What follows belongs to an exercise in optimizing a design on an open flow for small area and few clock cycles per item; a production flow would make more cautious choices. The RTL was checked by simulation tests, not by an equivalence proof against the original design. No activity file was given, so power comes from the tool's default toggle rates.

Design multi_channel_echo_ranger, start of the top module:
module multi_channel_echo_ranger (
   input  logic                            clock,
   input  logic                            reset,
   input  logic                            req_valid,
   output logic                            req_ready,
   input  logic                            req_operation,
   input  logic [mcer_pkg::CHANNELS-1:0]   req_echo_levels,
   output logic                            rsp_valid,
   input  logic                            rsp_ready,
   output logic                            rsp_trigger,
   output logic                            rsp_complete,
   output logic [mcer_pkg::CHANNELS-1:0]   rsp_done_mask,
   output logic                            rsp_timed_out,
   output logic [mcer_pkg::DIST_W-1:0]     rsp_distance_0,
   output logic [mcer_pkg::DIST_W-1:0]     rsp_distance_1,
   output logic [mcer_pkg::DIST_W-1:0]     rsp_distance_2,
   output logic [mcer_pkg::DIST_W-1:0]     rsp_distance_3,
   input  logic                            csr_write_en,
   input  logic [mcer_pkg::CSR_IDX_W-1:0]  csr_index,
   input  logic [mcer_pkg::CSR_W-1:0]      csr_write_data
);
Size in the first run: ~200 flip-flops, about 0.0099 mm2 of cells after synthesis.
==> flow/config.mk <==
export PLATFORM = sky130hd
export DESIGN_NAME = multi_channel_echo_ranger
export DESIGN_NICKNAME = multi_channel_echo_ranger
export VERILOG_FILES = /design/flow/design.v
export SDC_FILE = /design/flow/constraint.sdc
export NUM_CORES = 4
export LEC_CHECK = 0
export ABC_AREA = 1
export CAP_MARGIN = 20
export CORE_MARGIN = 2
export CORE_UTILIZATION = 40
export PLACE_DENSITY = 0.6
export SLEW_MARGIN = 20
==> flow/constraint.sdc <==
create_clock -name core_clock -period 10.0 [get_ports {clock}]
set_input_delay 2.0000 -clock core_clock [delete_from_list [all_inputs] [get_ports {clock}]]
set_output_delay 2.0000 -clock core_clock [all_outputs]
set_load 0.01 [all_outputs]
standard.sh (not shown) runs the stock make flow with config.mk's settings and CLKGATE_MAP_FILE= SYNTH_SCRIPT=/design/flow/synth_recipe.tcl, a recipe that flattens the netlist after the stock synthesis.
==> flow/flow/run.sh <==
#!/bin/bash
# The standard layout (the standard.sh, standard synthesis unchanged), with
# - the port buffers that buffer_ports inserts made the smallest buffer cell, buf_1;
# - clock tree synthesis with clkbuf_8 buffers and no dummy loads.
set -euo pipefail
bash standard.sh \
   BUFFER_PORTS_ARGS="-buffer_cell sky130_fd_sc_hd__buf_1" \
   CTS_ARGS="-sink_clustering_enable -repair_clock_nets -buf_list sky130_fd_sc_hd__clkbuf_8 -dont_use_dummy_load" \
   finish > standard.log 2>&1
The baseline finished with timing, DRC and antenna clean.
Testbench counts at the start, summed over its fixed seeds: cycles 157,232, items 151,224.
Rerun with:
--- a/flow/design.v
+++ b/flow/design.v
@@ -32,74 +32,74 @@
    input  logic                         finish,     
    input  logic                         mult,       
    input  logic                         enable,
    input  logic                         level,
    input  logic [mcer_pkg::SCALE_W-1:0] scale,
    output logic                         done_next,  
    output logic                         done,
-   output logic [mcer_pkg::DIST_W-1:0]  distance
+   output logic [mcer_pkg::DIST_W-1:0]  ndistance   
 );
    localparam int W = mcer_pkg::LEN_W;
    logic         level_ff;
    logic         seen_ff, seen_next;
    logic         done_ff;
    logic [W-1:0] count_ff, count_in;
-   logic [W-1:0] length_ff, length_in;
+   logic [W-1:0] nlength_ff, nlength_in;    
    logic [W:0]   sum;
    logic [W:0]   carry;
    logic [W-1:0] addend;
    logic         tick, rise, fall;
    always_comb begin
       tick = measure && enable;
       rise = tick && level && !level_ff;
       fall = tick && !level && level_ff && seen_ff;
       seen_next = !start && (seen_ff || rise);
       done_next = !start && (done_ff || fall);
       carry[0] = tick;
       for (int i = 0; i < W; i++) begin
-         addend[i]  = mult && length_ff[0] && scale[i];
+         addend[i]  = mult && !nlength_ff[0] && scale[i];
          sum[i]     = count_ff[i] ^ addend[i] ^ carry[i];
          carry[i+1] = (count_ff[i] & addend[i]) | (count_ff[i] & carry[i]) | (addend[i] & carry[i]);
       end
       sum[W] = carry[W];
       if (mult) begin
          count_in  = sum[W:1];
-         length_in = {sum[0], length_ff[W-1:1]};
+         nlength_in = {!sum[0], nlength_ff[W-1:1]};
       end else begin
          count_in  = finish ? '0 : (rise ? W'(1) : sum[W-1:0]);
-         length_in = fall ? count_ff : length_ff;
+         nlength_in = fall ? ~count_ff : nlength_ff;
       end
    end
    always_ff @(posedge clock) begin
       if (reset) begin
          level_ff <= 1'b0;
          seen_ff  <= 1'b0;
          done_ff  <= 1'b0;
       end else begin
          if (step) level_ff <= level;
          seen_ff <= seen_next;
          done_ff <= done_next;
       end
       count_ff  <= count_in;
-      length_ff <= length_in;
+      nlength_ff <= nlength_in;
    end
    assign done     = done_ff;
-   assign distance = {count_ff, length_ff[W-1:8]};
+   assign ndistance = {~count_ff, nlength_ff[W-1:8]};
 endmodule
 module mcer_merge (
    input  logic                                          clock,
    input  logic                                          reset,
    input  logic                                          busy,
    input  logic                                          in_valid,
    output logic                                          in_ready,
    input  logic                                          in_trigger,
    input  logic                                          in_complete,
    input  logic [mcer_pkg::CHANNELS-1:0]                 lane_done,
    input  logic                                          lane_all_done,
-   input  logic [mcer_pkg::CHANNELS*mcer_pkg::DIST_W-1:0] lane_distance,
+   input  logic [mcer_pkg::CHANNELS*mcer_pkg::DIST_W-1:0] lane_ndistance,
    output logic                                          rsp_valid,
    input  logic                                          rsp_ready,
    output logic                                          rsp_trigger,
    output logic                                          rsp_complete,
    output logic [mcer_pkg::CHANNELS-1:0]                 rsp_done_mask,
    output logic                                          rsp_timed_out,
    output logic [mcer_pkg::CHANNELS*mcer_pkg::DIST_W-1:0] rsp_distance
@@ -125,15 +125,15 @@
    always_comb begin
       rsp_trigger   = trigger_ff;
       rsp_complete  = complete_ff;
       rsp_done_mask = complete_ff ? lane_done : '0;
       rsp_timed_out = complete_ff && !lane_all_done;
       for (int i = 0; i < mcer_pkg::CHANNELS; i++) begin
          rsp_distance[i*mcer_pkg::DIST_W +: mcer_pkg::DIST_W] =
-            rsp_done_mask[i] ? lane_distance[i*mcer_pkg::DIST_W +: mcer_pkg::DIST_W] : '0;
+            ~(lane_ndistance[i*mcer_pkg::DIST_W +: mcer_pkg::DIST_W] | {mcer_pkg::DIST_W{!rsp_done_mask[i]}});
       end
    end
 endmodule
 module multi_channel_echo_ranger (
    input  logic                            clock,
    input  logic                            reset,
    input  logic                            req_valid,
@@ -168,15 +168,15 @@
    logic                           all_done;
    logic                           all_done_ff;
    logic                           expired;
    logic                           finish;
    logic                           trigger;
    logic [CH-1:0]                  lane_done_next;
    logic [CH-1:0]                  lane_done;
-   logic [CH*mcer_pkg::DIST_W-1:0] lane_distance;
+   logic [CH*mcer_pkg::DIST_W-1:0] lane_ndistance;
    logic [CH*mcer_pkg::DIST_W-1:0] rsp_distance;
    always_ff @(posedge clock) begin
       if (reset) begin
          channel_enable_ff <= mcer_pkg::ENABLE_RESET;
          timeout_ff        <= mcer_pkg::TIMEOUT_RESET;
          scale_ff          <= mcer_pkg::SCALE_RESET;
       end else if (csr_write_en) begin
@@ -243,28 +243,28 @@
          .finish    (finish),
          .mult      (mult),
          .enable    (channel_enable_ff[g]),
          .level     (req_echo_levels[g]),
          .scale     (scale_ff),
          .done_next (lane_done_next[g]),
          .done      (lane_done[g]),
-         .distance  (lane_distance[g*mcer_pkg::DIST_W +: mcer_pkg::DIST_W])
+         .ndistance (lane_ndistance[g*mcer_pkg::DIST_W +: mcer_pkg::DIST_W])
       );
    end
    mcer_merge u_merge (
       .clock         (clock),
       .reset         (reset),
       .busy          (mult),
       .in_valid      (req_valid),
       .in_ready      (req_ready),
       .in_trigger    (trigger),
       .in_complete   (finish),
       .lane_done     (lane_done),
       .lane_all_done (all_done_ff),
-      .lane_distance (lane_distance),
+      .lane_ndistance (lane_ndistance),
       .rsp_valid     (rsp_valid),
       .rsp_ready     (rsp_ready),
       .rsp_trigger   (rsp_trigger),
       .rsp_complete  (rsp_complete),
       .rsp_done_mask (rsp_done_mask),
       .rsp_timed_out (rsp_timed_out),
       .rsp_distance  (rsp_distance)
Outcome:
- worst hold slack hardly moves
- setup slack is better by 150 ps
- first-iteration DRC count drops by 18%
- critical path depth drops by 1
- synthesized cell count drops by 2.5%
- final cell count drops by 2.0%
- combinational power drops by 6.3%
- clock power barely changes
- die area drops by 1.4%
Testbench counts after the change, summed over its fixed seeds: cycles 157,232, items 151,224.

separate check: timing with driven ports:
The flow's constraints put no driver on any port. The routed layouts listed below were extracted and timed again, unchanged, in two steps.
Step 1 (the two cells are an assumption about what drives the block):
set clk [get_ports {clock}]
set_driving_cell -lib_cell sky130_fd_sc_hd__clkbuf_16 $clk
set_driving_cell -lib_cell sky130_fd_sc_hd__buf_2 [delete_from_list [all_inputs] $clk]
Step 2, shift: input delay + t, output delay - t, t = (earliest + latest rising clock arrival at the registers) / 2. This alone moves slack from input paths to output paths.
Three values: no drivers, after step 1, after step 2; two values: the first two.
| run | t (ns) | setup WS [ns] | hold WS [ns] | worst setup path at the end | slew at the worst register clock pin (ns) |
|---|---|---|---|---|---|
| the first run | 0.500 | 0.507 / 0.525 / 0.024 | 0.459 / 0.459 / 0.459 | input to register | 0.11 / 0.11 |
| the second run | 0.506 | 0.659 / 0.682 / 0.177 | 0.459 / 0.459 / 0.459 | input to register | 0.11 / 0.11 |
After both steps setup and hold are still met in every run listed. For the first run, which loses most, drivers alone change the setup slack by +0.018 ns; drivers and shift together by -0.483 ns.
